This is an optimization exercise on Yosys and OpenROAD, whose aim is a short achievable clock period and few clock cycles, not a production implementation.
At most, simulation tests tie the RTL to the original design; equivalence was not proved.
Function not checked in run 1: the RTL went through the layout flow alone.

File: flow/run.sh
#!/bin/bash
# synth_recipe.tcl (not shown) runs the flow's synth.tcl, then flattens the netlist and writes it again
# the make line also repeats each setting of config.mk as NAME=value (left out here)
make -C /OpenROAD-flow-scripts/flow DESIGN_CONFIG=/design/flow/config.mk WORK_HOME=/design/flow/orfs CLKGATE_MAP_FILE= SYNTH_SCRIPT=/design/flow/synth_recipe.tcl finish
File: flow/config.mk
export PLATFORM = sky130hd
export DESIGN_NAME = nc_cpu_top
export DESIGN_NICKNAME = nc_cpu_top
export VERILOG_FILES = /design/flow/design.v
export SDC_FILE = /design/flow/constraint.sdc
export NUM_CORES = 4
export LEC_CHECK = 0
export ABC_CLOCK_PERIOD_IN_PS = 3000
export CAP_MARGIN = 20
export CORE_MARGIN = 2
export CORE_UTILIZATION = 40
export PLACE_DENSITY = 0.6
export SETUP_SLACK_MARGIN = 5
export SLEW_MARGIN = 20
File: flow/constraint.sdc
create_clock -name core_clock -period 11.0 [get_ports {clk}]
set_input_delay 2.2000 -clock core_clock [delete_from_list [all_inputs] [get_ports {clk}]]
set_output_delay 2.2000 -clock core_clock [all_outputs]
set_load 0.01 [all_outputs]
File: flow/design.v
package cpu_pkg;
    typedef logic [15:0] word_t;
    typedef logic [7:0]  bank_t;
    typedef logic [23:0] addr_t;    
    typedef logic [2:0]  reg_idx_t;
    typedef enum logic [3:0] {
        OP_NOP     = 4'h0,
        OP_MOV     = 4'h1,
        OP_ADD     = 4'h2,
        OP_SUB     = 4'h3,
        OP_AND     = 4'h4,
        OP_OR      = 4'h5,
        OP_XOR     = 4'h6,
        OP_CMP     = 4'h7,
        OP_MOVI    = 4'h8,
        OP_MUL     = 4'h9,
        OP_JMPI    = 4'hA,
        OP_JMP     = 4'hB,
        OP_BRANCH  = 4'hC,
        OP_LOAD    = 4'hD,
        OP_STORE   = 4'hE,
        OP_SPECIAL = 4'hF
    } opcode_t;
    typedef struct packed {
        opcode_t    opcode;
        reg_idx_t   rd;
        reg_idx_t   rs;
        reg_idx_t   rt;
        logic [2:0] func;    
    } instr_r_t;
    typedef struct packed {
        opcode_t    opcode;
        logic [2:0] sel;     
        logic [8:0] imm;
    } instr_i_t;
    typedef union packed {
        instr_r_t r;
        instr_i_t i;
    } instr_u;
    typedef enum logic [2:0] {
        ALU_ADD, ALU_SUB, ALU_AND, ALU_OR, ALU_XOR, ALU_MUL, ALU_PASS
    } alu_op_t;
    localparam int FLAG_Z = 0;
    localparam int FLAG_N = 1;
    localparam int FLAG_C = 2;
    localparam int FLAG_V = 3;
    localparam logic [2:0] COND_EQ = 3'd0;
    localparam logic [2:0] COND_NE = 3'd1;
    localparam logic [2:0] COND_CS = 3'd2;
    localparam logic [2:0] COND_CC = 3'd3;
    localparam logic [2:0] COND_MI = 3'd4;
    localparam logic [2:0] COND_PL = 3'd5;
    localparam logic [2:0] COND_VS = 3'd6;
    localparam logic [2:0] COND_VC = 3'd7;
    localparam logic [2:0] FUNC_MOV_RR       = 3'd0;    
    localparam logic [2:0] FUNC_MOV_TO_DBR   = 3'd2;    
    localparam logic [2:0] FUNC_MOV_FROM_DBR = 3'd3;    
    localparam logic [2:0] FUNC_HALT         = 3'd6;
endpackage
`timescale 1ns/1ps
module nc_cpu_top #(
    parameter cpu_pkg::bank_t RESET_BANK      = 8'h01,
    parameter cpu_pkg::word_t RESET_OFFSET    = 16'h8000,
    parameter cpu_pkg::bank_t RESET_DATA_BANK = 8'h00
) (
    input  logic           clk,
    input  logic           reset_n,
    output logic           mem_valid,
    output logic           mem_we,
    output cpu_pkg::addr_t mem_addr,
    output cpu_pkg::word_t mem_wdata,
    input  logic           mem_ready,
    input  cpu_pkg::word_t mem_rdata,
    output logic           halted
);
    localparam int IC_N = 16;    
    localparam int DC_N = 4;     
    localparam int MUL_CYC = 3;  
    logic        bv, bwe, bfetch, bstale;
    logic [23:0] baddr;
    logic [15:0] bwdata;
    assign mem_valid = bv;
    assign mem_we    = bwe;
    assign mem_addr  = baddr;
    assign mem_wdata = bwdata;
    logic bus_done, bus_free;
    assign bus_done = bv && mem_ready;
    assign bus_free = !bv || mem_ready;
    logic [15:0] regs [8];
    logic [3:0]  flags;
    logic [7:0]  dbr;
    logic [15:0] fpc;       
    logic        fstop;     
    logic        fhit;      
    logic [15:0] cw;
    logic [IC_N-1:0] ic_v;
    logic [10:0]     ic_tag [IC_N];
    logic [15:0]     ic_d   [IC_N];
    logic        qv0, qv1;
    logic [15:0] qi0, qi1, qp0, qp1;
    logic        dpend, dpwe;
    logic [23:0] dpaddr;
    logic [15:0] dpwdata;
    logic        ld_wait;   
    logic [DC_N-1:0] dc_v;
    logic [23:0]     dc_a [DC_N];
    logic [15:0]     dc_d [DC_N];
    logic [1:0]      dc_ptr;
    logic [3:0]  op;
    logic [2:0]  f_rd, f_rs, f_rt, f_fn, f_sel;
    logic [15:0] rs_val, rt_val, rd_val, imm_se;
    assign op     = qi0[15:12];
    assign f_rd   = qi0[11:9];
    assign f_rs   = qi0[8:6];
    assign f_rt   = qi0[5:3];
    assign f_fn   = qi0[2:0];
    assign f_sel  = qi0[11:9];
    assign rs_val = regs[f_rs];
    assign rt_val = regs[f_rt];
    assign rd_val = regs[f_rd];
    assign imm_se = {{7{qi0[8]}}, qi0[8:0]};
    logic is_load, is_store, is_mem, is_halt, is_branch, is_jmp;
    assign is_load   = (op == cpu_pkg::OP_LOAD);
    assign is_store  = (op == cpu_pkg::OP_STORE);
    assign is_mem    = is_load || is_store;
    assign is_halt   = (op == cpu_pkg::OP_SPECIAL) && (f_fn == cpu_pkg::FUNC_HALT);
    assign is_branch = (op == cpu_pkg::OP_BRANCH);
    assign is_jmp    = (op == cpu_pkg::OP_JMP);
    logic cond_true;
    always_comb begin
        case (f_sel)
            cpu_pkg::COND_EQ: cond_true =  flags[cpu_pkg::FLAG_Z];
            cpu_pkg::COND_NE: cond_true = !flags[cpu_pkg::FLAG_Z];
            cpu_pkg::COND_CS: cond_true =  flags[cpu_pkg::FLAG_C];
            cpu_pkg::COND_CC: cond_true = !flags[cpu_pkg::FLAG_C];
            cpu_pkg::COND_MI: cond_true =  flags[cpu_pkg::FLAG_N];
            cpu_pkg::COND_PL: cond_true = !flags[cpu_pkg::FLAG_N];
            cpu_pkg::COND_VS: cond_true =  flags[cpu_pkg::FLAG_V];
            default:          cond_true = !flags[cpu_pkg::FLAG_V];
        endcase
    end
    logic        redir;
    logic [15:0] redir_pc;
    assign redir    = qv0 && ((is_branch && cond_true) || is_jmp);
    assign redir_pc = is_jmp ? rs_val : (qp0 + 16'd2 + imm_se);
    logic [1:0]  mcnt;
    logic        is_mul, mul_last;
    logic [15:0] ma, mb, mp, mul_res;
    assign is_mul   = (op == cpu_pkg::OP_MUL);
    assign mul_last = (mcnt == 2'(MUL_CYC - 1));
    assign mul_res  = (MUL_CYC == 2) ? 16'(ma * mb) : mp;
    always_ff @(posedge clk or negedge reset_n) begin
        if (!reset_n)
            mcnt <= 2'd0;
        else if (qv0 && is_mul && !mul_last)
            mcnt <= mcnt + 2'd1;
        else
            mcnt <= 2'd0;
    end
    always_ff @(posedge clk) begin
        if (mcnt == 2'd0) begin
            ma <= rs_val;
            mb <= rt_val;
        end
        mp <= ma * mb;
    end
    logic        wr_en, set_zn, set_cv, dbr_wr;
    logic [15:0] res;
    logic        c_out, v_out;
    logic [16:0] sum, dif;
    assign sum = {1'b0, rs_val} + {1'b0, rt_val};
    assign dif = {1'b0, rs_val} - {1'b0, rt_val};
    always_comb begin
        wr_en  = 1'b0;
        set_zn = 1'b0;
        set_cv = 1'b0;
        dbr_wr = 1'b0;
        res    = rs_val;
        c_out  = 1'b0;
        v_out  = 1'b0;
        case (op)
            cpu_pkg::OP_MOV: begin
                case (f_fn)
                    cpu_pkg::FUNC_MOV_RR:       begin res = rs_val; wr_en = 1'b1; end
                    cpu_pkg::FUNC_MOV_FROM_DBR: begin res = {8'h00, dbr}; wr_en = 1'b1; end
                    cpu_pkg::FUNC_MOV_TO_DBR:   dbr_wr = 1'b1;
                    default: ;
                endcase
            end
            cpu_pkg::OP_ADD: begin
                res = sum[15:0]; c_out = sum[16]; wr_en = 1'b1; set_cv = 1'b1;
                v_out = (rs_val[15] == rt_val[15]) && (sum[15] != rs_val[15]);
            end
            cpu_pkg::OP_SUB, cpu_pkg::OP_CMP: begin
                res = dif[15:0]; c_out = dif[16]; set_cv = 1'b1;
                wr_en = (op == cpu_pkg::OP_SUB);
                set_zn = 1'b1;
                v_out = (rs_val[15] != rt_val[15]) && (dif[15] != rs_val[15]);
            end
            cpu_pkg::OP_AND:  begin res = rs_val & rt_val; wr_en = 1'b1; end
            cpu_pkg::OP_OR:   begin res = rs_val | rt_val; wr_en = 1'b1; end
            cpu_pkg::OP_XOR:  begin res = rs_val ^ rt_val; wr_en = 1'b1; end
            cpu_pkg::OP_MUL:  begin res = mul_res; wr_en = mul_last; end
            cpu_pkg::OP_MOVI: begin res = imm_se; wr_en = 1'b1; end
            default: ;
        endcase
        if (wr_en)
            set_zn = 1'b1;
    end
    logic [2:0] wr_idx;
    assign wr_idx = (op == cpu_pkg::OP_MOVI) ? f_sel : f_rd;
    logic [23:0] ls_addr;
    assign ls_addr = {dbr, rs_val};
    logic [DC_N-1:0] dc_hv;
    logic            dc_hit;
    logic [15:0]     dc_rd;
    always_comb begin
        dc_rd = '0;
        for (int i = 0; i < DC_N; i++) begin
            dc_hv[i] = dc_v[i] && (dc_a[i] == ls_addr);
            if (dc_hv[i])
                dc_rd = dc_rd | dc_d[i];
        end
        dc_hit = |dc_hv;
    end
    logic post_ok, ld_hit, post, ld_done, halt_now;
    assign post_ok  = !dpend || bus_free;
    assign ld_hit   = qv0 && is_load && !ld_wait && dc_hit;
    assign post     = qv0 && is_mem && !ld_wait && !(is_load && dc_hit) && post_ok;
    assign ld_done  = bus_done && !bfetch && !bwe;
    assign halt_now = qv0 && is_halt && !dpend && bus_free && !halted;
    logic pop;
    always_comb begin
        pop = 1'b0;
        if (qv0) begin
            if (is_load)       pop = ld_hit || (ld_wait && ld_done);
            else if (is_store) pop = post;
            else if (is_halt)  pop = 1'b0;
            else if (is_mul)   pop = mul_last;
            else               pop = 1'b1;
        end
    end
    function automatic logic ic_lk(input logic [15:0] a);
        ic_lk = ic_v[a[4:1]] && (ic_tag[a[4:1]] == a[15:5]);
    endfunction
    logic real_fetch;    
    assign real_fetch = bv && bfetch && !bstale;
    logic        f_arrive, c_arrive, arrive;
    logic [15:0] w;
    assign f_arrive = bus_done && bfetch && !bstale && !redir;
    assign c_arrive = fhit && !real_fetch && !fstop && !qv1 && !redir && !halted;
    assign arrive   = f_arrive || c_arrive;
    assign w        = f_arrive ? mem_rdata : cw;
    logic w_jmpi, w_stop;
    assign w_jmpi = (w[15:12] == cpu_pkg::OP_JMPI);
    assign w_stop = (w[15:12] == cpu_pkg::OP_JMP) ||
                    ((w[15:12] == cpu_pkg::OP_SPECIAL) && (w[2:0] == cpu_pkg::FUNC_HALT));
    logic [15:0] fpc_inc, cw_jt;
    assign fpc_inc = fpc + 16'd2;
    assign cw_jt   = {fpc[15:9], cw[8:0]};
    logic cw_jmpi;
    assign cw_jmpi = (cw[15:12] == cpu_pkg::OP_JMPI);
    logic [15:0] fpc_n;
    logic        fstop_n, hit_n;
    logic [15:0] cw_n;
    always_comb begin
        fpc_n   = fpc;
        fstop_n = fstop;
        if (redir) begin
            fpc_n   = redir_pc;
            fstop_n = 1'b0;
        end else if (arrive) begin
            fpc_n   = w_jmpi ? {fpc[15:9], w[8:0]} : fpc_inc;
            fstop_n = w_stop;
        end
        if (redir)
            hit_n = ic_lk(redir_pc);
        else if (c_arrive)
            hit_n = cw_jmpi ? ic_lk(cw_jt) : ic_lk(fpc_inc);
        else if (f_arrive)
            hit_n = !w_jmpi && ic_lk(fpc_inc);
        else
            hit_n = ic_lk(fpc);
        cw_n = ic_d[fpc_n[4:1]];
    end
    logic [1:0] occ, occ_n;
    assign occ   = {1'b0, qv0} + {1'b0, qv1};
    assign occ_n = redir ? 2'd0 : (occ + {1'b0, arrive} - {1'b0, pop});
    logic fetch_ok;
    assign fetch_ok = !fstop_n && !hit_n && (occ_n != 2'd2) && !halted && !halt_now;
    always_ff @(posedge clk or negedge reset_n) begin
        if (!reset_n) begin
            bv      <= 1'b0;
            bwe     <= 1'b0;
            bfetch  <= 1'b0;
            bstale  <= 1'b0;
            dpend   <= 1'b0;
            ld_wait <= 1'b0;
            fpc     <= RESET_OFFSET;
            fstop   <= 1'b0;
            fhit    <= 1'b0;
            ic_v    <= '0;
            dc_v    <= '0;
            dc_ptr  <= '0;
            qv0     <= 1'b0;
            qv1     <= 1'b0;
            halted  <= 1'b0;
            for (int i = 0; i < 8; i++)
                regs[i] <= '0;
            flags   <= '0;
            dbr     <= RESET_DATA_BANK;
        end else begin
            fpc   <= fpc_n;
            fstop <= fstop_n;
            fhit  <= hit_n;
            if (redir && bv && bfetch && !mem_ready)
                bstale <= 1'b1;
            else if (bus_done)
                bstale <= 1'b0;
            if (bus_done && bfetch)
                ic_v[baddr[4:1]] <= 1'b1;
            if (bus_free) begin
                if (halted || halt_now) begin
                    bv <= 1'b0;
                end else if (dpend) begin
                    bv     <= 1'b1;
                    bwe    <= dpwe;
                    bfetch <= 1'b0;
                end else if (post) begin
                    bv     <= 1'b1;
                    bwe    <= is_store;
                    bfetch <= 1'b0;
                end else if (fetch_ok) begin
                    bv     <= 1'b1;
                    bwe    <= 1'b0;
                    bfetch <= 1'b1;
                end else begin
                    bv     <= 1'b0;
                end
            end
            if (post && (dpend || !bus_free))
                dpend <= 1'b1;
            else if (bus_free)
                dpend <= 1'b0;
            if (post && is_load)
                ld_wait <= 1'b1;
            else if (ld_done)
                ld_wait <= 1'b0;
            if (halt_now)
                halted <= 1'b1;
            if (post && is_store) begin
                if (dc_hit) begin
                    for (int i = 0; i < DC_N; i++)
                        if (dc_hv[i])
                            dc_v[i] <= 1'b1;
                end else begin
                    dc_v[dc_ptr] <= 1'b1;
                    dc_ptr       <= dc_ptr + 2'd1;
                end
            end else if (qv0 && is_load && ld_wait && ld_done) begin
                dc_v[dc_ptr] <= 1'b1;
                dc_ptr       <= dc_ptr + 2'd1;
            end
            if (redir) begin
                qv0 <= 1'b0;
                qv1 <= 1'b0;
            end else begin
                case ({pop, arrive})
                    2'b10: begin
                        qv0 <= qv1;
                        qv1 <= 1'b0;
                    end
                    2'b11: begin
                        qv0 <= 1'b1;
                        qv1 <= qv1;
                    end
                    2'b01: begin
                        if (qv0) qv1 <= 1'b1;
                        else     qv0 <= 1'b1;
                    end
                    default: ;
                endcase
            end
            if (qv0 && !is_mem) begin
                if (wr_en)
                    regs[wr_idx] <= res;
                if (set_zn) begin
                    flags[cpu_pkg::FLAG_Z] <= (res == 16'd0);
                    flags[cpu_pkg::FLAG_N] <= res[15];
                end
                if (set_cv) begin
                    flags[cpu_pkg::FLAG_C] <= c_out;
                    flags[cpu_pkg::FLAG_V] <= v_out;
                end
                if (dbr_wr)
                    dbr <= rs_val[7:0];
            end
            if (ld_hit) begin
                regs[f_rd]             <= dc_rd;
                flags[cpu_pkg::FLAG_Z] <= (dc_rd == 16'd0);
                flags[cpu_pkg::FLAG_N] <= dc_rd[15];
            end else if (qv0 && is_load && ld_wait && ld_done) begin
                regs[f_rd]             <= mem_rdata;
                flags[cpu_pkg::FLAG_Z] <= (mem_rdata == 16'd0);
                flags[cpu_pkg::FLAG_N] <= mem_rdata[15];
            end
        end
    end
    always_ff @(posedge clk) begin
        cw <= cw_n;
        if (bus_done && bfetch) begin
            ic_tag[baddr[4:1]] <= baddr[15:5];
            ic_d[baddr[4:1]]   <= mem_rdata;
        end
        if (bus_free && !(halted || halt_now)) begin
            if (dpend) begin
                baddr  <= dpaddr;
                bwdata <= dpwdata;
            end else if (post) begin
                baddr  <= ls_addr;
                bwdata <= rd_val;
            end else if (fetch_ok) begin
                baddr  <= {RESET_BANK, fpc_n};
            end
        end
        if (post && (dpend || !bus_free)) begin
            dpwe    <= is_store;
            dpaddr  <= ls_addr;
            dpwdata <= rd_val;
        end
        if (post && is_store) begin
            if (dc_hit) begin
                for (int i = 0; i < DC_N; i++)
                    if (dc_hv[i])
                        dc_d[i] <= rd_val;
            end else begin
                dc_a[dc_ptr] <= ls_addr;
                dc_d[dc_ptr] <= rd_val;
            end
        end else if (qv0 && is_load && ld_wait && ld_done) begin
            dc_a[dc_ptr] <= baddr;
            dc_d[dc_ptr] <= mem_rdata;
        end
        case ({pop, arrive})
            2'b10: begin
                qi0 <= qi1;
                qp0 <= qp1;
            end
            2'b11: begin
                if (qv1) begin
                    qi0 <= qi1;
                    qp0 <= qp1;
                    qi1 <= w;
                    qp1 <= fpc;
                end else begin
                    qi0 <= w;
                    qp0 <= fpc;
                end
            end
            2'b01: begin
                if (qv0) begin
                    qi1 <= w;
                    qp1 <= fpc;
                end else begin
                    qi0 <= w;
                    qp0 <= fpc;
                end
            end
            default: ;
        endcase
    end
endmodule
==> impl_metrics.csv, run 1 <==
group,metric,value,unit
outcome,run_status,"finished clean",
synthesis,synth_mux_area_share,12.4,%
clock_network,ctsHoldBuffers,0,
layout,final_layout_size_suffix_gt1_share,14.2,%
floorplan,die_area,153000,um2
sta,final-setup-viol-count,0,
grt,gr_layer_usage_met2,43.2,%
placed_design,dpl_cell_area,62700,um2
synthesis,synth_top_cell_area_share,38.6,%
clock_network,cts_root_buffer,"sky130_fd_sc_hd__clkbuf_16",
sta,finalSetupTns,0,ns
sta,period_minus_slack,5.87,ns
sta,fin_crit_sh,53.4,%
synthesis,synthSimpleGateAreaFrac,11.9,%
setup_path,crit_arrival,6.51,ns
worst_hold_path,whs_path_depth,1,
layout,postLayoutCoreUtil,45.2,%
sta,fmaxAchievable,0.170,GHz
worst_hold_path,worstHoldStart,"mcnt[0]",
synthesis,synth_fp_nets,5663,
layout,antenna-diode-count,0,
synthesis,post_synth_main_area_contributors,"sky130_fd_sc_hd__edfxtp_1, sky130_fd_sc_hd__dfrtp_1, sky130_fd_sc_hd__mux4_2, sky130_fd_sc_hd__mux2i_1, sky130_fd_sc_hd__nand2_1",
floorplan,core_area,148000,um2
placed_design,port_buffers,61,
synthesis,yosysWarningCount,2,
synthesis,synth-seq-cells,992,
sta,final_max_slew_viol_count,0,
detailed_routing,drt_first_pass_iters,6,
synthesis,sequential_fraction_of_the_synthesis_area,47.6,%
setup_path,reg2regPathDepth,12,
grt,grt_pass1_vias,44800,
grt,globalRouteMet1Util,38.8,%
layout,num-nets-final,5639,
detailed_routing,drt_first_iter_violations,6718,
synthesis,synthDistinctLibCells,103,
synthesis,compound_cell_area_share_of_the_yosys_netlist,15.1,%
clock_network,cts_tree,"yes",
detailed_routing,route.detailed.wl_per_inst,29.7,um
worst_hold_path,hold_crit_endpoint,"mcnt[0]",
grt,grt_antenna_before_repair,3,
layout,mostFrequentLayoutCell,"sky130_fd_sc_hd__edfxtp_1",
synthesis,synth_top_family_by_area,"compound AO/OA/AOI/OAI gates",
floorplan,num_rows,141,
layout,area_delta_synth_final,11.8,%
setup_path,reg2reg_from,"qi0[13]",
grt,pin_count_of_the_biggest_net_entering_global_routing,81,
detailed_routing,remaining_drc_errors,0,
clock_network,tritoncts_buffers,105,
worst_hold_path,hold_class,"register to register",
synthesis,count_of_flip_flops_with_a_built_in_enable_after_synthesis,769,
sta,tightest_slew,1.24,ns
clock_network,htreeDepth,3,
grt,gr-usage-all-layers,28.4,%
floorplan,top_level_ports,62,
placed_design,detailedPlacementHpwl,147,mm
synthesis,synth_ff_type,"sky130_fd_sc_hd__edfxtp_1",
placed_design,weighted_congestion_at_the_end_of_routability_driven_global_placement,1.01,
setup_path,critical_path_peak_fanout,28,
synthesis,yosys.area.top_type,"sky130_fd_sc_hd__edfxtp_1",
flow_run,maxCapViolations,0,
setup_path,r2r_setup_slack,5.13,ns
synthesis,synth_adder_area_share,5.73,%
setup_path,required,11.64,ns
floorplan,die-height,391,um
floorplan,die-width,391,um
detailed_routing,final_antenna_net_count,0,
setup_path,crit_type,"register to register",
floorplan,floorplan.initialDensity,40.4,%
detailed_routing,routed_wl,220,mm
synthesis,async_flop_share,19.3,%
sta,relative_slew_margins,17.0,%
sta,rsz0062_at_grt,"yes",
layout,layout_common_cells,"sky130_fd_sc_hd__edfxtp_1, sky130_fd_sc_hd__nand2_1, sky130_fd_sc_hd__nor2_1, sky130_fd_sc_hd__a21oi_1, sky130_fd_sc_hd__o21ai_0",
clock_network,cts_buffer_depth,3,
layout,finish.instance_area,67000,um2
sta,final-hold-violation-count,0,
clock_network,clk-insertion-delay-late,0.77,ns
grt,grt_pass1_wl,319,mm
grt,globalRouteMet3Util,6.33,%
clock_network,cts_sinks,992,
synthesis,syn-cell-area,59900,um2
setup_path,critical_path.startpoint_type,"register",
detailed_routing,detailroute.via_count,47600,
clock_network,clk_pin_slew_worst_paths,0.06,ns
synthesis,post_synth.cell_area_avg,11.0,um2
synthesis,yosys.area_share.xor_xnor,3.01,%
detailed_routing,post_drt_via_cell_ratio,6.42,
sta,clock_skew,0.0458,ns
grt,grt.busiest_layer,"met2",
synthesis,netlist_instances,5420,
setup_path,endpoint_kind,"register",
setup_path,endpoint_of_the_worst_register_to_register_path,"bwe",
grt,overflow_after_grt,0,
-- cells in the mapped netlist (10+ instances only) --
| library cell | n |
|---|---|
| sky130_fd_sc_hd__a21oi_1 | 328 |
| sky130_fd_sc_hd__nor2b_1 | 38 |
| sky130_fd_sc_hd__a22o_1 | 34 |
| sky130_fd_sc_hd__nand4_1 | 40 |
| sky130_fd_sc_hd__a31oi_1 | 29 |
| sky130_fd_sc_hd__nor4_1 | 25 |
| sky130_fd_sc_hd__a21o_1 | 35 |
| sky130_fd_sc_hd__o2111ai_1 | 14 |
| sky130_fd_sc_hd__fa_1 | 84 |
| sky130_fd_sc_hd__nand2b_1 | 32 |
| sky130_fd_sc_hd__dfrtp_1 | 190 |
| sky130_fd_sc_hd__a211oi_1 | 158 |
| sky130_fd_sc_hd__xor2_1 | 78 |
| sky130_fd_sc_hd__nor2_1 | 347 |
| sky130_fd_sc_hd__buf_1 | 34 |
| sky130_fd_sc_hd__mux2_2 | 53 |
| sky130_fd_sc_hd__and2_1 | 85 |
| sky130_fd_sc_hd__o21ai_1 | 10 |
| sky130_fd_sc_hd__o22ai_1 | 42 |
| sky130_fd_sc_hd__edfxtp_1 | 769 |
| sky130_fd_sc_hd__clkbuf_1 | 250 |
| sky130_fd_sc_hd__mux4_2 | 176 |
| sky130_fd_sc_hd__a22oi_1 | 111 |
| sky130_fd_sc_hd__o21a_1 | 12 |
| sky130_fd_sc_hd__mux2i_1 | 244 |
| sky130_fd_sc_hd__inv_1 | 232 |
| sky130_fd_sc_hd__or3_1 | 16 |
| sky130_fd_sc_hd__o211ai_1 | 89 |
| sky130_fd_sc_hd__buf_4 | 16 |
| sky130_fd_sc_hd__nand3_1 | 152 |
| sky130_fd_sc_hd__ha_1 | 140 |
| sky130_fd_sc_hd__a221oi_1 | 44 |
| sky130_fd_sc_hd__mux2_4 | 25 |
| sky130_fd_sc_hd__dfxtp_1 | 32 |
| sky130_fd_sc_hd__xnor2_1 | 128 |
| sky130_fd_sc_hd__o21ai_0 | 278 |
| sky130_fd_sc_hd__or2_2 | 17 |
| sky130_fd_sc_hd__and3_1 | 57 |
| sky130_fd_sc_hd__a2111oi_0 | 18 |
| sky130_fd_sc_hd__nand2_1 | 562 |
| sky130_fd_sc_hd__nor3_1 | 83 |
| sky130_fd_sc_hd__buf_2 | 75 |
| sky130_fd_sc_hd__o31ai_1 | 17 |
| sky130_fd_sc_hd__o221ai_1 | 15 |
-- cell type report --
| type | count | area, um2 |
|---|---|---|
| inverters | 236 | 913 |
| multi-input cells | 3809 | 29400 |
| clock inverters | 58 | 647 |
| fillers | 13500 | 81200 |
| flip-flops and latches | 992 | 28500 |
| clock buffers | 138 | 2870 |
| well taps | 1930 | 2410 |
| repair buffers | 251 | 2160 |
| repair inverters | 1 | 8.76 |
-- worst max-delay path: stages, from the launching register on --
cell and delay (ns):
sky130_fd_sc_hd__edfxtp_1 1.01, sky130_fd_sc_hd__and4b_1 0.86, sky130_fd_sc_hd__o221a_2 0.45, sky130_fd_sc_hd__or2_2 0.78, sky130_fd_sc_hd__a2111oi_0 0.19, sky130_fd_sc_hd__a2111o_1 0.39
sky130_fd_sc_hd__a31oi_1 0.37, sky130_fd_sc_hd__o2111ai_1 0.23, sky130_fd_sc_hd__nor4_1 0.36, sky130_fd_sc_hd__and4_1 0.45, sky130_fd_sc_hd__o31ai_4 0.12, sky130_fd_sc_hd__buf_12 0.18
sky130_fd_sc_hd__mux2_1 0.32
-- registers in the layout, summed over array words and instances, names as in the netlist, 24 cells and up --
name,cells
ic_tag,176
regs,128
baddr,24
dc_d,64
ic_d,256
dpaddr,24
dc_a,96
-- worst max-delay path by stage --
| stage | start | endpoint | cells past startpoint |
|---|---|---|---|
| finish | qi0[13] | bwe | 12 |
| global route | qi0[6] | regs[5][12] | 22 |
| CTS | qi0[8] | bwe | 22 |
| detailed placement | qi0[6] | bwe | 22 |
| global placement | qi0[6] | bwe | 22 |
| floorplan | qi0[8] | bwe | 23 |
-- metal layers --
layer	vias up	part of all wire [%]
li1	20300	-
met4	6	5.0
met5	-	0.049
met2	2946	44
met3	562	11
met1	23700	40
-- what timing repair did --
action / CTS / global route
resized for setup: 53 / 50
pin swaps: 3 / 10
setup buffers: 16 / 16
gates cloned: 1 / 0
hold endpoints to repair: 0 / 0
endpoints found under the setup margin: 518 / 98
-- cell families after synthesis --
group                      after synthesis
DFF                                    992
muxes                                  500
AOI/OAI and AO/OA                     1356
xor gates and xnor gates               206
buffers and inverters                  619
adders and majority gates              224
and+or+nand+nor                       1523
-- stage by stage --
step | setup slack [ns] | cells | hold slack, ns
after detailed placement | 3.06 | 7183 | 0.426
after CTS | 4.91 | 7396 | 0.434
final | 5.13 | 7415 | 0.430
after floorplan | 5.03 | 5420 | 0.411
after global routing | 4.98 | 7415 | 0.478
after global placement | 3.24 | 7183 | 0.423
==> inputs of run 2 (changes only) <==
--- a/flow/design.v
+++ b/flow/design.v
@@ -75,5 +75,8 @@
 );
-    localparam int IC_N = 16;    
+    localparam int IC_N = 32;    
+    localparam int IB   = 5;            
     localparam int DC_N = 4;     
     localparam int MUL_CYC = 3;  
+    localparam int PF_W = 15;     
+    localparam int BMAX = IC_N - 1 - PF_W;    
     logic        bv, bwe, bfetch, bstale;
@@ -92,3 +95,6 @@
     logic [15:0] fpc;       
-    logic        fstop;     
+    logic        pstop;     
+    logic [15:0] ppc;       
+    logic [5:0]  ahead;     
+    logic [5:0]  back;      
     logic        fhit;      
@@ -96,3 +102,3 @@
     logic [IC_N-1:0] ic_v;
-    logic [10:0]     ic_tag [IC_N];
+    logic [15-IB:0]  ic_tag [IC_N];    
     logic [15:0]     ic_d   [IC_N];
@@ -100,2 +106,3 @@
     logic [15:0] qi0, qi1, qp0, qp1;
+    logic [7:0]  qs0, qs1, qt0, qt1, qd0, qd1;    
     logic        dpend, dpwe;
@@ -117,7 +124,14 @@
     assign f_sel  = qi0[11:9];
-    assign rs_val = regs[f_rs];
-    assign rt_val = regs[f_rt];
-    assign rd_val = regs[f_rd];
+    always_comb begin
+        rs_val = '0;
+        rt_val = '0;
+        rd_val = '0;
+        for (int i = 0; i < 8; i++) begin
+            rs_val = rs_val | (regs[i] & {16{qs0[i]}});
+            rt_val = rt_val | (regs[i] & {16{qt0[i]}});
+            rd_val = rd_val | (regs[i] & {16{qd0[i]}});
+        end
+    end
     assign imm_se = {{7{qi0[8]}}, qi0[8:0]};
-    logic is_load, is_store, is_mem, is_halt, is_branch, is_jmp;
+    logic is_load, is_store, is_mem, is_halt, is_branch, is_jmp, is_jmpi;
     assign is_load   = (op == cpu_pkg::OP_LOAD);
@@ -128,2 +142,3 @@
     assign is_jmp    = (op == cpu_pkg::OP_JMP);
+    assign is_jmpi   = (op == cpu_pkg::OP_JMPI);
     logic cond_true;
@@ -143,10 +158,41 @@
     logic [15:0] redir_pc;
-    assign redir    = qv0 && ((is_branch && cond_true) || is_jmp);
-    assign redir_pc = is_jmp ? rs_val : (qp0 + 16'd2 + imm_se);
+    assign redir    = qv0 && ((is_branch && cond_true) || is_jmp || is_jmpi);
+    assign redir_pc = is_jmp  ? rs_val :
+                      is_jmpi ? {qp0[15:9], qi0[8:0]} : (qp0 + 16'd2 + imm_se);
     logic [1:0]  mcnt;
     logic        is_mul, mul_last;
-    logic [15:0] ma, mb, mp, mul_res;
+    logic [15:0] ma, mb, ms, mc, mul_res;
     assign is_mul   = (op == cpu_pkg::OP_MUL);
     assign mul_last = (mcnt == 2'(MUL_CYC - 1));
-    assign mul_res  = (MUL_CYC == 2) ? 16'(ma * mb) : mp;
+    assign mul_res  = ms + mc;
+    function automatic logic [31:0] csa(input logic [15:0] x, y, z);
+        csa = {x ^ y ^ z, ((x & y) | (x & z) | (y & z)) << 1};
+    endfunction
+    logic [15:0] pp [16];
+    logic [15:0] l1 [11];
+    logic [15:0] l2 [8];
+    logic [15:0] l3 [6];
+    logic [15:0] l4 [4];
+    logic [15:0] l5 [3];
+    logic [15:0] mt_s, mt_c;
+    always_comb begin
+        for (int i = 0; i < 16; i++)
+            pp[i] = mb[i] ? (ma << i) : 16'd0;
+        for (int i = 0; i < 5; i++)
+            {l1[2*i], l1[2*i+1]} = csa(pp[3*i], pp[3*i+1], pp[3*i+2]);
+        l1[10] = pp[15];
+        for (int i = 0; i < 3; i++)
+            {l2[2*i], l2[2*i+1]} = csa(l1[3*i], l1[3*i+1], l1[3*i+2]);
+        l2[6] = l1[9];
+        l2[7] = l1[10];
+        for (int i = 0; i < 2; i++)
+            {l3[2*i], l3[2*i+1]} = csa(l2[3*i], l2[3*i+1], l2[3*i+2]);
+        l3[4] = l2[6];
+        l3[5] = l2[7];
+        for (int i = 0; i < 2; i++)
+            {l4[2*i], l4[2*i+1]} = csa(l3[3*i], l3[3*i+1], l3[3*i+2]);
+        {l5[0], l5[1]} = csa(l4[0], l4[1], l4[2]);
+        l5[2] = l4[3];
+        {mt_s, mt_c} = csa(l5[0], l5[1], l5[2]);
+    end
     always_ff @(posedge clk or negedge reset_n) begin
@@ -164,3 +210,4 @@
         end
-        mp <= ma * mb;
+        ms <= mt_s;
+        mc <= mt_c;
     end
@@ -225,6 +272,7 @@
     end
-    logic post_ok, ld_hit, post, ld_done, halt_now;
+    logic post_ok, ld_hit, post_raw, post, ld_done, halt_now;
     assign post_ok  = !dpend || bus_free;
     assign ld_hit   = qv0 && is_load && !ld_wait && dc_hit;
-    assign post     = qv0 && is_mem && !ld_wait && !(is_load && dc_hit) && post_ok;
+    assign post_raw = qv0 && is_mem && !ld_wait && post_ok;
+    assign post     = post_raw && !(is_load && dc_hit);
     assign ld_done  = bus_done && !bfetch && !bwe;
@@ -243,49 +291,119 @@
     function automatic logic ic_lk(input logic [15:0] a);
-        ic_lk = ic_v[a[4:1]] && (ic_tag[a[4:1]] == a[15:5]);
+        ic_lk = ic_v[a[IB:1]] && (ic_tag[a[IB:1]] == {a[15:IB+1], a[0]});
     endfunction
-    logic real_fetch;    
-    assign real_fetch = bv && bfetch && !bstale;
-    logic        f_arrive, c_arrive, arrive;
+    logic fill, in_fpc;
+    assign fill   = bus_done && bfetch;
+    assign in_fpc = bv && bfetch && (baddr[15:0] == fpc);
+    logic        rdq, rdok;
+    logic [9:0]  rdw;           
+    logic        fhit_e;
+    logic [15:0] cw_e;
+    assign fhit_e = rdq ? ic_lk(fpc) : fhit;
+    assign cw_e   = rdq ? ic_d[fpc[IB:1]] : cw;
+    logic        c_arrive, f_arrive, arrive;
     logic [15:0] w;
-    assign f_arrive = bus_done && bfetch && !bstale && !redir;
-    assign c_arrive = fhit && !real_fetch && !fstop && !qv1 && !redir && !halted;
-    assign arrive   = f_arrive || c_arrive;
-    assign w        = f_arrive ? mem_rdata : cw;
-    logic w_jmpi, w_stop;
-    assign w_jmpi = (w[15:12] == cpu_pkg::OP_JMPI);
-    assign w_stop = (w[15:12] == cpu_pkg::OP_JMP) ||
-                    ((w[15:12] == cpu_pkg::OP_SPECIAL) && (w[2:0] == cpu_pkg::FUNC_HALT));
-    logic [15:0] fpc_inc, cw_jt;
+    assign c_arrive = fhit_e && !qv1 && !redir && !halted && !pstop;
+    assign f_arrive = !fhit_e && mem_ready && in_fpc && !qv1 && !redir && !halted && !pstop;
+    assign arrive   = c_arrive || f_arrive;
+    assign w        = fhit_e ? cw_e : mem_rdata;
+    logic [7:0] w_rs, w_rt, w_rd;
+    assign w_rs = 8'd1 << w[8:6];
+    assign w_rt = 8'd1 << w[5:3];
+    assign w_rd = 8'd1 << w[11:9];
+    logic w_halt;
+    assign w_halt = (w[15:12] == cpu_pkg::OP_SPECIAL) && (w[2:0] == cpu_pkg::FUNC_HALT);
+    logic [15:0] fpc_inc;
     assign fpc_inc = fpc + 16'd2;
-    assign cw_jt   = {fpc[15:9], cw[8:0]};
-    logic cw_jmpi;
-    assign cw_jmpi = (cw[15:12] == cpu_pkg::OP_JMPI);
-    logic [15:0] fpc_n;
-    logic        fstop_n, hit_n;
-    logic [15:0] cw_n;
+    logic        hit_inc, hit_cur;
+    logic [15:0] cw_inc, cw_cur;
+    always_comb begin
+        if (fill && (baddr[15:0] == fpc_inc)) begin
+            hit_inc = 1'b1;
+            cw_inc  = mem_rdata;
+        end else begin
+            hit_inc = ic_lk(fpc_inc);
+            cw_inc  = ic_d[fpc_inc[IB:1]];
+        end
+        if (fill && (baddr[15:0] == fpc)) begin
+            hit_cur = 1'b1;
+            cw_cur  = mem_rdata;
+        end else begin
+            hit_cur = ic_lk(fpc);
+            cw_cur  = ic_d[fpc[IB:1]];
+        end
+    end
+    logic [15:0] fpc_n, cw_n;
+    logic        pstop_n, hit_n;
     always_comb begin
         fpc_n   = fpc;
-        fstop_n = fstop;
+        pstop_n = pstop;
+        hit_n   = hit_cur;
+        cw_n    = cw_cur;
         if (redir) begin
             fpc_n   = redir_pc;
-            fstop_n = 1'b0;
+            pstop_n = 1'b0;
+            hit_n   = 1'b0;
         end else if (arrive) begin
-            fpc_n   = w_jmpi ? {fpc[15:9], w[8:0]} : fpc_inc;
-            fstop_n = w_stop;
+            fpc_n   = fpc_inc;
+            pstop_n = w_halt;
+            hit_n   = hit_inc;
+            cw_n    = cw_inc;
         end
-        if (redir)
-            hit_n = ic_lk(redir_pc);
-        else if (c_arrive)
-            hit_n = cw_jmpi ? ic_lk(cw_jt) : ic_lk(fpc_inc);
-        else if (f_arrive)
-            hit_n = !w_jmpi && ic_lk(fpc_inc);
+    end
+    logic signed [10:0] rd_db;
+    always_comb begin
+        if (is_jmpi)
+            rd_db = 11'(signed'({2'b00, qi0[8:0]})) - 11'(signed'({2'b00, qp0[8:0]}));
         else
-            hit_n = ic_lk(fpc);
-        cw_n = ic_d[fpc_n[4:1]];
+            rd_db = 11'(signed'({{2{qi0[8]}}, qi0[8:0]})) + 11'sd2;
+        rd_db = rd_db - (qv1 ? 11'sd4 : 11'sd2);
+    end
+    logic signed [10:0] rd_ahead, rd_back;
+    logic               rd_in;
+    assign rd_ahead = 11'(signed'({5'b0, ahead})) - 11'(signed'(rdw));
+    assign rd_back  = 11'(signed'({5'b0, back}))  + 11'(signed'(rdw));
+    assign rd_in    = rdok && !rd_ahead[10] && !rd_back[10];
+    logic [5:0]  ahead_e, back_e;
+    logic [15:0] ppc_e;
+    assign ahead_e = !rdq ? ahead : (rd_in ? rd_ahead[5:0] : 6'd0);
+    assign back_e  = !rdq ? back  : (rd_in ? rd_back[5:0]  : 6'd0);
+    assign ppc_e   = (rdq && !rd_in) ? fpc : ppc;
+    logic missing, pf_ok;
+    assign missing = !rdq && (ahead != 6'd0) && !fhit && !in_fpc;
+    assign pf_ok   = !rdq && !pstop && !halted && !redir && !halt_now && !missing &&
+                     (ahead < 6'(PF_W)) && !((ahead == 6'd0) && fhit);
+    logic iss;
+    assign iss = bus_free && !dpend && !post && pf_ok;
+    logic [15:0] ppc_inc;
+    logic [5:0]  ahead_inc, ahead_dec, back_inc;
+    assign ppc_inc   = ppc + 16'd2;
+    assign ahead_inc = ahead + 6'd1;
+    assign ahead_dec = ahead_e - 6'd1;
+    assign back_inc  = (back_e == 6'(BMAX)) ? back_e : back_e + 6'd1;
+    logic [15:0] ppc_n;
+    logic [5:0]  ahead_n, back_n;
+    always_comb begin
+        ppc_n   = ppc_e;
+        ahead_n = ahead_e;
+        back_n  = back_e;
+        if (missing) begin
+            ppc_n   = fpc;
+            ahead_n = 6'd0;
+            back_n  = 6'd0;
+        end else if (!redir) begin
+            if (iss)
+                ppc_n = ppc_inc;
+            else if (arrive && (ahead_e == 6'd0))
+                ppc_n = fpc_inc;
+            if (arrive) begin
+                back_n = back_inc;
+                if (ahead_e != 6'd0)
+                    ahead_n = iss ? ahead : ahead_dec;
+                else
+                    ahead_n = iss ? ahead_inc : ahead_e;
+            end else if (iss) begin
+                ahead_n = ahead_inc;
+            end
+        end
     end
-    logic [1:0] occ, occ_n;
-    assign occ   = {1'b0, qv0} + {1'b0, qv1};
-    assign occ_n = redir ? 2'd0 : (occ + {1'b0, arrive} - {1'b0, pop});
-    logic fetch_ok;
-    assign fetch_ok = !fstop_n && !hit_n && (occ_n != 2'd2) && !halted && !halt_now;
     always_ff @(posedge clk or negedge reset_n) begin
@@ -295,3 +413,2 @@
             bfetch  <= 1'b0;
-            bstale  <= 1'b0;
             dpend   <= 1'b0;
@@ -299,4 +416,8 @@
             fpc     <= RESET_OFFSET;
-            fstop   <= 1'b0;
+            ppc     <= RESET_OFFSET;
+            ahead   <= 6'd0;
+            back    <= 6'd0;
+            pstop   <= 1'b0;
             fhit    <= 1'b0;
+            rdq     <= 1'b0;
             ic_v    <= '0;
@@ -313,10 +434,10 @@
             fpc   <= fpc_n;
-            fstop <= fstop_n;
+            pstop <= pstop_n;
             fhit  <= hit_n;
-            if (redir && bv && bfetch && !mem_ready)
-                bstale <= 1'b1;
-            else if (bus_done)
-                bstale <= 1'b0;
-            if (bus_done && bfetch)
-                ic_v[baddr[4:1]] <= 1'b1;
+            rdq   <= redir;
+            ppc   <= ppc_n;
+            ahead <= ahead_n;
+            back  <= back_n;
+            if (fill)
+                ic_v[baddr[IB:1]] <= 1'b1;
             if (bus_free) begin
@@ -332,3 +453,3 @@
                     bfetch <= 1'b0;
-                end else if (fetch_ok) begin
+                end else if (iss) begin
                     bv     <= 1'b1;
@@ -384,4 +505,5 @@
             if (qv0 && !is_mem) begin
-                if (wr_en)
-                    regs[wr_idx] <= res;
+                for (int i = 0; i < 8; i++)
+                    if (wr_en && qd0[i])
+                        regs[i] <= res;
                 if (set_zn) begin
@@ -398,3 +520,5 @@
             if (ld_hit) begin
-                regs[f_rd]             <= dc_rd;
+                for (int i = 0; i < 8; i++)
+                    if (qd0[i])
+                        regs[i] <= dc_rd;
                 flags[cpu_pkg::FLAG_Z] <= (dc_rd == 16'd0);
@@ -402,3 +526,5 @@
             end else if (qv0 && is_load && ld_wait && ld_done) begin
-                regs[f_rd]             <= mem_rdata;
+                for (int i = 0; i < 8; i++)
+                    if (qd0[i])
+                        regs[i] <= mem_rdata;
                 flags[cpu_pkg::FLAG_Z] <= (mem_rdata == 16'd0);
@@ -410,5 +536,9 @@
         cw <= cw_n;
+        if (redir) begin
+            rdw  <= rd_db[10:1];
+            rdok <= !is_jmp && !rd_db[0];
+        end
         if (bus_done && bfetch) begin
-            ic_tag[baddr[4:1]] <= baddr[15:5];
-            ic_d[baddr[4:1]]   <= mem_rdata;
+            ic_tag[baddr[IB:1]] <= {baddr[15:IB+1], baddr[0]};
+            ic_d[baddr[IB:1]]   <= mem_rdata;
         end
@@ -421,4 +551,4 @@
                 bwdata <= rd_val;
-            end else if (fetch_ok) begin
-                baddr  <= {RESET_BANK, fpc_n};
+            end else if (iss) begin
+                baddr  <= {RESET_BANK, ppc};
             end
@@ -447,2 +577,5 @@
                 qp0 <= qp1;
+                qs0 <= qs1;
+                qt0 <= qt1;
+                qd0 <= qd1;
             end
@@ -452,4 +585,10 @@
                     qp0 <= qp1;
+                    qs0 <= qs1;
+                    qt0 <= qt1;
+                    qd0 <= qd1;
                     qi1 <= w;
                     qp1 <= fpc;
+                    qs1 <= w_rs;
+                    qt1 <= w_rt;
+                    qd1 <= w_rd;
                 end else begin
@@ -457,2 +596,5 @@
                     qp0 <= fpc;
+                    qs0 <= w_rs;
+                    qt0 <= w_rt;
+                    qd0 <= w_rd;
                 end
@@ -463,2 +605,5 @@
                     qp1 <= fpc;
+                    qs1 <= w_rs;
+                    qt1 <= w_rt;
+                    qd1 <= w_rd;
                 end else begin
@@ -466,2 +611,5 @@
                     qp0 <= fpc;
+                    qs0 <= w_rs;
+                    qt0 <= w_rt;
+                    qd0 <= w_rd;
                 end
==> flow/flow/run.sh (new file) <==
#!/bin/bash
set -euo pipefail
bash standard.sh SETUP_SLACK_MARGIN=7 finish > standard.log 2>&1
==> flow/standard.sh (new file) <==
#!/bin/bash
# synth_recipe.tcl (not shown) runs the flow's synth.tcl, then flattens the netlist and writes it again
# the make line also repeats each setting of config.mk as NAME=value (left out here)
make -C /OpenROAD-flow-scripts/flow DESIGN_CONFIG=/design/flow/config.mk WORK_HOME=/design/flow/orfs CLKGATE_MAP_FILE= SYNTH_SCRIPT=/design/flow/synth_recipe.tcl "${@:-finish}"
--- a/flow/config.mk
+++ b/flow/config.mk
@@ -10,5 +10,5 @@
 export CORE_MARGIN = 2
-export CORE_UTILIZATION = 40
-export PLACE_DENSITY = 0.6
-export SETUP_SLACK_MARGIN = 5
+export CORE_UTILIZATION = 50
+export PLACE_DENSITY = 0.65
 export SLEW_MARGIN = 20
+export TNS_END_PERCENT = 10
removed: flow/run.sh
==> impl_metrics.csv, run 2 <==
group,metric,value,unit
detailed_routing,routed_wl,278,mm
synthesis,synth_fp_nets,6100,
grt,grt_antenna_before_repair,7,
sta,whs,0.472,ns
grt,grt_pass1_vias,57400,
layout,final_layout_size_suffix_gt1_share,29.5,%
clock_network,cts_buffer_depth,3,
synthesis,syn-cell-area,80900,um2
worst_hold_path,hold_class,"register to register",
layout,storage_element_area,44600,um2
floorplan,die_area,165000,um2
placed_design,port_buffers,61,
sta,period_minus_slack,4.56,ns
flow_run,maxCapViolations,0,
detailed_routing,drt_first_pass_iters,9,
floorplan,top_level_ports,62,
synthesis,async_flop_share,15.3,%
setup_path,crit_type,"register to register",
synthesis,post_synth_most_frequent_cells,"sky130_fd_sc_hd__edfxtp_1, sky130_fd_sc_hd__mux4_2, sky130_fd_sc_hd__nor2_1",
setup_path,critical_path.startpoint_type,"register",
placed_design,detailedPlacementHpwl,156,mm
synthesis,synth-seq-cells,1536,
floorplan,floorplan.initialDensity,50.4,%
sta,final-hold-violation-count,0,
outcome,run_status,"finished clean",
detailed_routing,route.detailed.wl_per_inst,32.3,um
floorplan,num_rows,147,
synthesis,synthDistinctLibCells,106,
synthesis,sequential_fraction_of_the_synthesis_area,55.0,%
sta,fin_crit_sh,41.4,%
layout,num-nets-final,6578,
layout,postLayoutCoreUtil,60.7,%
sta,tightest_slew,1.17,ns
placed_design,dpl_cell_area,84500,um2
detailed_routing,drt_first_iter_violations,8391,
sta,rsz0062_at_grt,"yes",
grt,grt_pass1_wl,398,mm
clock_network,ctsHoldBuffers,0,
setup_path,required,11.62,ns
floorplan,die-height,406,um
sta,relative_slew_margins,21.4,%
floorplan,die-width,406,um
synthesis,post_synth_main_area_contributors,"sky130_fd_sc_hd__edfxtp_1, sky130_fd_sc_hd__mux4_2, sky130_fd_sc_hd__dfrtp_1, sky130_fd_sc_hd__ha_1, sky130_fd_sc_hd__fa_1",
layout,layout.filler_cells,12100,
grt,pin_count_of_the_biggest_net_entering_global_routing,126,
synthesis,post_synth.cell_area_avg,13.9,um2
synthesis,synth_top_cell_area_share,46.7,%
sta,fmaxAchievable,0.219,GHz
clock_network,clk_pin_slew_worst_paths,0.06,ns
layout,finish.instance_area,97600,um2
layout,area_delta_synth_final,20.6,%
clock_network,htreeDepth,4,
setup_path,critical_path_peak_fanout,20,
setup_path,reg2regPathDepth,15,
grt,overflow_after_grt,0,
detailed_routing,post_drt_via_cell_ratio,6.79,
grt,gr-usage-all-layers,33.3,%
synthesis,synth_ff_type,"sky130_fd_sc_hd__edfxtp_1",
detailed_routing,remaining_drc_errors,0,
clock_network,cts_tree,"yes",
synthesis,yosysWarningCount,8,
clock_network,cts_sinks,1536,
sta,final-setup-viol-count,0,
synthesis,synthMostInstantiatedCell,"sky130_fd_sc_hd__edfxtp_1",
sta,clock_skew,0.0806,ns
layout,max_reg_flops,512,
setup_path,crit_arrival,5.17,ns
layout,layout_common_cells,"sky130_fd_sc_hd__edfxtp_1, sky130_fd_sc_hd__mux4_2, sky130_fd_sc_hd__buf_4, sky130_fd_sc_hd__nor2_1, sky130_fd_sc_hd__nand2_1",
detailed_routing,detailroute.via_count,58400,
synthesis,yosys.area.top_type,"sky130_fd_sc_hd__edfxtp_1",
synthesis,netlist_instances,5831,
detailed_routing,final_antenna_net_count,0,
layout,mostFrequentLayoutCell,"sky130_fd_sc_hd__edfxtp_1",
placed_design,weighted_congestion_at_the_end_of_routability_driven_global_placement,0.946,
sta,finalSetupTns,0,ns
clock_network,clk-insertion-delay-late,0.85,ns
sta,final_max_slew_viol_count,0,
clock_network,cts_root_buffer,"sky130_fd_sc_hd__clkbuf_16",
setup_path,endpoint_kind,"register",
floorplan,core_area,161000,um2
layout,antenna-diode-count,0,
layout,multi_input_area,36500,um2
clock_network,tritoncts_buffers,164,
synthesis,count_of_flip_flops_with_a_built_in_enable_after_synthesis,1260,
worst_hold_path,whs_path_depth,1,
-- run 2: cell count changes after synthesis, moves of 43 or more --
cell                       before   now
sky130_fd_sc_hd__mux2i_1      244   104
sky130_fd_sc_hd__nand3_1      152    61
sky130_fd_sc_hd__mux4_2       176   516
sky130_fd_sc_hd__o211ai_1      89    13
sky130_fd_sc_hd__nand2_1      562   315
sky130_fd_sc_hd__a21oi_1      328   284
sky130_fd_sc_hd__nor2_1       347   427
sky130_fd_sc_hd__edfxtp_1     769  1260
sky130_fd_sc_hd__a211oi_1     158    73
sky130_fd_sc_hd__dfrtp_1      190   233
sky130_fd_sc_hd__a22oi_1      111   212
sky130_fd_sc_hd__o22a_1         6    49
sky130_fd_sc_hd__o21ai_0      278   136
-- run 2: cell type report --
class | instances | area share, %
Sequential cell | 1536 | 45.7
Multi-Input combinational cell | 3669 | 37.4
Timing Repair Buffer | 681 | 7.62
Clock buffer | 202 | 4.43
Tap cell | 2160 | 2.77
Inverter | 256 | 1.10
Clock inverter | 101 | 1.02
Timing Repair inverter | 1 | 0.00769
-- run 2: logic make-up (layout without fill, tap and decap cells) --
logic type	after synthesis	in the layout	synth area share (%)
xor gates and xnor gates	243	243	2.65
buffers and inverters	640	1241	3.25
DFF	1536	1536	55.0
muxes	705	705	16.8
and+or+nand+nor	1310	1318	7.87
AOI/OAI and AO/OA	1146	1152	9.66
adders and majority gates	251	251	4.71
-- run 2: repair_timing --
item                        CTS  global route
setup endpoints to repair  1735           867
gates resized for setup     454           212
hold endpoints to repair      0             0
cloned                       42            10
pin swaps                   138           100
setup buffers               339            71
-- run 2: worst max-delay path, cell delays in order (launching register included) --
cell	delay [ns]
sky130_fd_sc_hd__dfrtp_1	0.36
sky130_fd_sc_hd__buf_4	0.26
sky130_fd_sc_hd__buf_4	0.28
sky130_fd_sc_hd__inv_4	0.18
sky130_fd_sc_hd__buf_12	0.21
sky130_fd_sc_hd__o221ai_1	0.17
sky130_fd_sc_hd__a211oi_2	0.25
sky130_fd_sc_hd__nor3_1	0.08
sky130_fd_sc_hd__or4b_4	0.58
sky130_fd_sc_hd__or4_4	0.63
sky130_fd_sc_hd__nor2_8	0.13
sky130_fd_sc_hd__buf_12	0.16
sky130_fd_sc_hd__mux2i_2	0.26
sky130_fd_sc_hd__a21oi_4	0.17
sky130_fd_sc_hd__nand2b_2	0.30
sky130_fd_sc_hd__o31ai_1	0.28
-- run 2: final timing paths --
| path | from | to | slack [ns] |
|---|---|---|---|
| min reg2reg | ic_v[6] | ic_v[6] | 0.47 |
| max in group asynchronous | reset_n | fpc[3] | 8.05 |
| min | ic_v[6] | ic_v[6] | 0.47 |
| max | fpc[5] | qs0[6] | 6.44 |
| max reg2reg | fpc[5] | qs0[6] | 6.44 |
| min in group asynchronous | reset_n | regs[2][11] | 1.44 |
-- run 2: stage by stage --
step | setup slack [ns] | cells
final | 6.44 | 8606
after global routing | 6.43 | 8606
after CTS | 6.48 | 8525
after detailed placement | 4.58 | 7841
after global placement | 4.55 | 7841
after floorplan | 6.46 | 5831
-- run 2: layer usage --
layer  up-vias  track usage, %  wire (um)
met5         -               0         73
met4        10            18.1      18100
met3      1026            7.56      31800
met2      4188            51.5     127000
met1     29500            43.9     101000
li1      23700               -          -
Testbench counts of run 2, summed over its fixed seeds: cycles 69,383.
==> inputs of run 3 (changes only) <==
--- a/flow/design.v
+++ b/flow/design.v
@@ -163,3 +163,3 @@
     logic        is_mul, mul_last;
-    logic [15:0] ma, mb, ms, mc, mul_res;
+    logic [15:0] ms, mc, mul_res;
     assign is_mul   = (op == cpu_pkg::OP_MUL);
@@ -174,2 +174,3 @@
     logic [15:0] l3 [6];
+    logic [15:0] m3 [6];     
     logic [15:0] l4 [4];
@@ -179,3 +180,3 @@
         for (int i = 0; i < 16; i++)
-            pp[i] = mb[i] ? (ma << i) : 16'd0;
+            pp[i] = rt_val[i] ? (rs_val << i) : 16'd0;
         for (int i = 0; i < 5; i++)
@@ -192,3 +193,3 @@
         for (int i = 0; i < 2; i++)
-            {l4[2*i], l4[2*i+1]} = csa(l3[3*i], l3[3*i+1], l3[3*i+2]);
+            {l4[2*i], l4[2*i+1]} = csa(m3[3*i], m3[3*i+1], m3[3*i+2]);
         {l5[0], l5[1]} = csa(l4[0], l4[1], l4[2]);
@@ -206,6 +207,5 @@
     always_ff @(posedge clk) begin
-        if (mcnt == 2'd0) begin
-            ma <= rs_val;
-            mb <= rt_val;
-        end
+        if (mcnt == 2'd0)
+            for (int i = 0; i < 6; i++)
+                m3[i] <= l3[i];
         ms <= mt_s;
@@ -298,6 +298,13 @@
     logic [9:0]  rdw;           
+    logic [IB:0] rsum;
+    logic [IB:1] ridx;
+    logic        rw_v;
+    logic [15-IB:0] rw_tag;
+    logic [15:0] rw_d;
+    assign rsum = qp0[IB:0] + (IB+1)'(2) + qi0[IB:0];
+    assign ridx = is_jmp ? rs_val[IB:1] : (is_jmpi ? qi0[IB:1] : rsum[IB:1]);
     logic        fhit_e;
     logic [15:0] cw_e;
-    assign fhit_e = rdq ? ic_lk(fpc) : fhit;
-    assign cw_e   = rdq ? ic_d[fpc[IB:1]] : cw;
+    assign fhit_e = rdq ? (rw_v && (rw_tag == {fpc[15:IB+1], fpc[0]})) : fhit;
+    assign cw_e   = rdq ? rw_d : cw;
     logic        c_arrive, f_arrive, arrive;
@@ -536,2 +543,11 @@
         cw <= cw_n;
+        if (fill && (baddr[IB:1] == ridx)) begin
+            rw_v   <= 1'b1;
+            rw_tag <= {baddr[15:IB+1], baddr[0]};
+            rw_d   <= mem_rdata;
+        end else begin
+            rw_v   <= ic_v[ridx];
+            rw_tag <= ic_tag[ridx];
+            rw_d   <= ic_d[ridx];
+        end
         if (redir) begin
==> impl_metrics.csv, run 3 <==
group,metric,value,unit
outcome,run_status,"finished clean",
sta,final_max_slew_viol_count,0,
placed_design,port_buffers,61,
layout,mostFrequentLayoutCell,"sky130_fd_sc_hd__edfxtp_1",
placed_design,weighted_congestion_at_the_end_of_routability_driven_global_placement,0.989,
synthesis,count_of_flip_flops_with_a_built_in_enable_after_synthesis,1274,
floorplan,core_area,176000,um2
sta,final-setup-viol-count,0,
floorplan,floorplan.initialDensity,50.2,%
flow_run,maxCapViolations,0,
clock_network,clk_pin_slew_worst_paths,0.07,ns
worst_hold_path,hold_crit_endpoint,"ms[3]",
sta,fin_ws,6.47,ns
worst_hold_path,worstHoldStart,"m3[0][3]",
synthesis,sequential_fraction_of_the_synthesis_area,51.1,%
sta,fmaxAchievable,0.221,GHz
synthesis,yosys.area.top_type,"sky130_fd_sc_hd__edfxtp_1",
synthesis,netlist_instances,6211,
sta,fin_crit_sh,41.2,%
synthesis,post_synth_most_frequent_cells,"sky130_fd_sc_hd__edfxtp_1, sky130_fd_sc_hd__mux4_2, sky130_fd_sc_hd__nand2_1",
sta,clock_skew,0.0644,ns
layout,final_layout_size_suffix_gt1_share,31.1,%
detailed_routing,remaining_drc_errors,0,
clock_network,tritoncts_buffers,169,
detailed_routing,final_antenna_net_count,0,
detailed_routing,drt_first_iter_violations,10100,
setup_path,reg2reg_from,"qs0[5]",
layout,layoutNonFillerInstCount,9040,
floorplan,die-width,424,um
layout,layout_common_cells,"sky130_fd_sc_hd__edfxtp_1, sky130_fd_sc_hd__mux4_2, sky130_fd_sc_hd__nand2_1, sky130_fd_sc_hd__buf_4, sky130_fd_sc_hd__nor2_1",
synthesis,post_synth.cell_area_avg,14.2,um2
setup_path,required,11.75,ns
setup_path,critical_path_peak_fanout,8,
worst_hold_path,hold_class,"register to register",
clock_network,cts_root_buffer,"sky130_fd_sc_hd__clkbuf_16",
sta,relative_slew_margins,15.9,%
grt,grt_pass1_wl,450,mm
setup_path,endpoint_of_the_worst_register_to_register_path,"regs[7][15]",
placed_design,numPlacedInstances,8332,
setup_path,crit_arrival,5.28,ns
synthesis,yosysWarningCount,9,
sta,final-hold-violation-count,0,
floorplan,die-height,424,um
sta,rsz0062_at_grt,"yes",
clock_network,cts_sinks,1556,
detailed_routing,route.detailed.wl_per_inst,35.4,um
placed_design,detailedPlacementHpwl,184,mm
sta,tightest_slew,1.25,ns
synthesis,synth-seq-cells,1556,
clock_network,cts_buffer_depth,3,
synthesis,synth_ff_type,"sky130_fd_sc_hd__edfxtp_1",
synthesis,post_synth_main_area_contributors,"sky130_fd_sc_hd__edfxtp_1, sky130_fd_sc_hd__mux4_2, sky130_fd_sc_hd__dfrtp_1, sky130_fd_sc_hd__ha_1, sky130_fd_sc_hd__a22oi_1",
synthesis,synthDistinctLibCells,110,
clock_network,clk-insertion-delay-late,0.84,ns
setup_path,crit_type,"register to register",
synthesis,async_flop_share,15.1,%
clock_network,ctsHoldBuffers,0,
grt,pin_count_of_the_biggest_net_entering_global_routing,144,
detailed_routing,detailroute.via_count,64200,
layout,num-nets-final,6824,
worst_hold_path,whs_path_depth,0,
detailed_routing,routed_wl,320,mm
clock_network,cts_tree,"yes",
grt,grt_pass1_vias,61900,
floorplan,die_area,180000,um2
synthesis,synthMostInstantiatedCell,"sky130_fd_sc_hd__edfxtp_1",
grt,grt_antenna_before_repair,5,
layout,area_delta_synth_final,18.4,%
sta,finalSetupTns,0,ns
setup_path,r2r_setup_slack,6.47,ns
layout,max_reg_flops,512,
synthesis,syn-cell-area,88300,um2
floorplan,top_level_ports,62,
placed_design,preCtsSetupSlack,4.13,ns
setup_path,critical_path.startpoint_type,"register",
clock_network,htreeDepth,4,
sta,whs,0.305,ns
synthesis,synth_top_cell_area_share,43.3,%
floorplan,num_rows,154,
setup_path,endpoint_kind,"register",
grt,overflow_after_grt,0,
layout,postLayoutCoreUtil,59.5,%
sta,period_minus_slack,4.53,ns
grt,gr-usage-all-layers,34.8,%
detailed_routing,post_drt_via_cell_ratio,7.10,
detailed_routing,drt_first_pass_iters,7,
synthesis,synth_fp_nets,6484,
setup_path,reg2regPathDepth,18,
[run 3: cell count changes after synthesis, sizes merged, moves of 76 or more]
cell	previous run	this run
nor2	429	353
mux4	516	770
a2bb2oi	4	121
a21oi	290	209
and2	111	23
nand2	315	427
[run 3: metrics by stage]
stage	cell area, um2
after floorplan	88500
after global placement	91700
after detailed placement	91700
after CTS	101000
after global routing	104000
final	104000
[run 3: cell type report]
cell class / instances / area, um2
Clock buffer: 215 / 4590
Clock inverter: 101 / 1250
Inverter: 260 / 1090
Timing Repair Buffer: 632 / 7110
Fill cell: 13300 / 71200
Tap cell: 2340 / 2930
Antenna cell: 4 / 10.0
Sequential cell: 1556 / 45100
Timing Repair inverter: 1 / 7.51
Multi-Input combinational cell: 3931 / 42400
[run 3: metal layers]
| metal | vias up | GRT usage (%) | part of all wire [%] |
|---|---|---|---|
| li1 | 25400 | - | - |
| met1 | 32500 | 44.3 | 34 |
| met2 | 5082 | 53.5 | 46 |
| met3 | 1232 | 9.21 | 13 |
| met4 | 4 | 21.5 | 7.5 |
| met5 | - | 0 | 0.021 |
[run 3: worst max path at each step]
stage	startpoint	to	slack, ns	cells past startpoint
5_1_grt	qs0[5]	regs[5][15]	6.35	18
2_1_floorplan	mem_ready	ic_d[12][0]	6.71	4
3_5_place_dp	mem_ready	dc_d[1][0]	4.13	7
6_report	qs0[5]	regs[7][15]	6.47	18
4_1_cts	qt0[5]	flags[0]	6.38	18
3_3_place_gp	mem_ready	dc_d[1][13]	4.18	7
[run 3: critical path: stages (launching register included)]
cell,delay (ns)
sky130_fd_sc_hd__edfxtp_1,0.40
sky130_fd_sc_hd__buf_6,0.17
sky130_fd_sc_hd__a22oi_1,0.26
sky130_fd_sc_hd__and4_4,0.30
sky130_fd_sc_hd__buf_12,0.13
sky130_fd_sc_hd__clkinvlp_4,0.12
sky130_fd_sc_hd__buf_12,0.17
sky130_fd_sc_hd__ha_1,0.27
sky130_fd_sc_hd__o21bai_1,0.20
sky130_fd_sc_hd__a21oi_2,0.29
sky130_fd_sc_hd__o21ai_2,0.18
sky130_fd_sc_hd__a211oi_4,0.39
sky130_fd_sc_hd__o311ai_4,0.13
sky130_fd_sc_hd__a211oi_1,0.27
sky130_fd_sc_hd__nor4_1,0.09
sky130_fd_sc_hd__o211ai_1,0.30
sky130_fd_sc_hd__nor2_1,0.09
sky130_fd_sc_hd__or3_4,0.49
sky130_fd_sc_hd__a2bb2oi_2,0.15
[run 3: logic make-up (layout without fill, tap and decap cells)]
family / after synthesis / in the layout / synth area share [%]
flip-flops: 1556 / 1556 / 51.1
XOR/XNOR: 266 / 266 / 2.64
AO/OA/AOI/OAI: 1154 / 1156 / 9.34
buffers and inverters: 729 / 1209 / 3.45
multiplexers: 997 / 997 / 22.3
adder cells (fa/ha/maj): 255 / 255 / 4.38
AND/OR/NAND/NOR: 1254 / 1257 / 6.78
other: 0 / 4 / 0
[run 3: timing repair]
action,4_1_cts,5_1_grt
pin swaps,65,122
endpoints found under the setup margin,1758,859
buffers inserted,186,172
gates cloned,24,6
resized for setup,343,286
Testbench counts of run 3, summed over its fixed seeds: cycles 69,383.

## separate check: timing with driven ports
The results above use ideal ports. As a check the final layouts listed here were re-extracted and re-timed, cells and wires unchanged.
Step 1, drivers: a clkbuf_16 drives clk and a buf_2 each remaining input, both assumed.
Step 2 also shifts input and output timing later by t, the mid clock arrival at the registers, as if the neighbouring blocks saw the same clock.
Three values: ideal, step 1, step 2; two values: the first two.
| run | shift t [ns] | slack for setup (ns) | worst hold slack (ns) | latest minus earliest clock arrival (ns) |
|---|---|---|---|---|
| run 1 | 0.820 | 5.127 / 5.127 / 4.365 | 0.430 / 0.430 / 0.430 | 0.055 / 0.055 |
| run 2 | 0.897 | 6.442 / 6.442 / 5.717 | 0.472 / 0.472 / 0.472 | 0.089 / 0.088 |
| run 3 | 0.915 | 6.468 / 6.468 / 5.966 | 0.305 / 0.305 / 0.305 | 0.088 / 0.088 |
After both steps setup and hold are still met in every run listed. The setup slack of run 1, which loses most, moves by 0.000 ns with the drivers and by -0.762 ns with both steps.
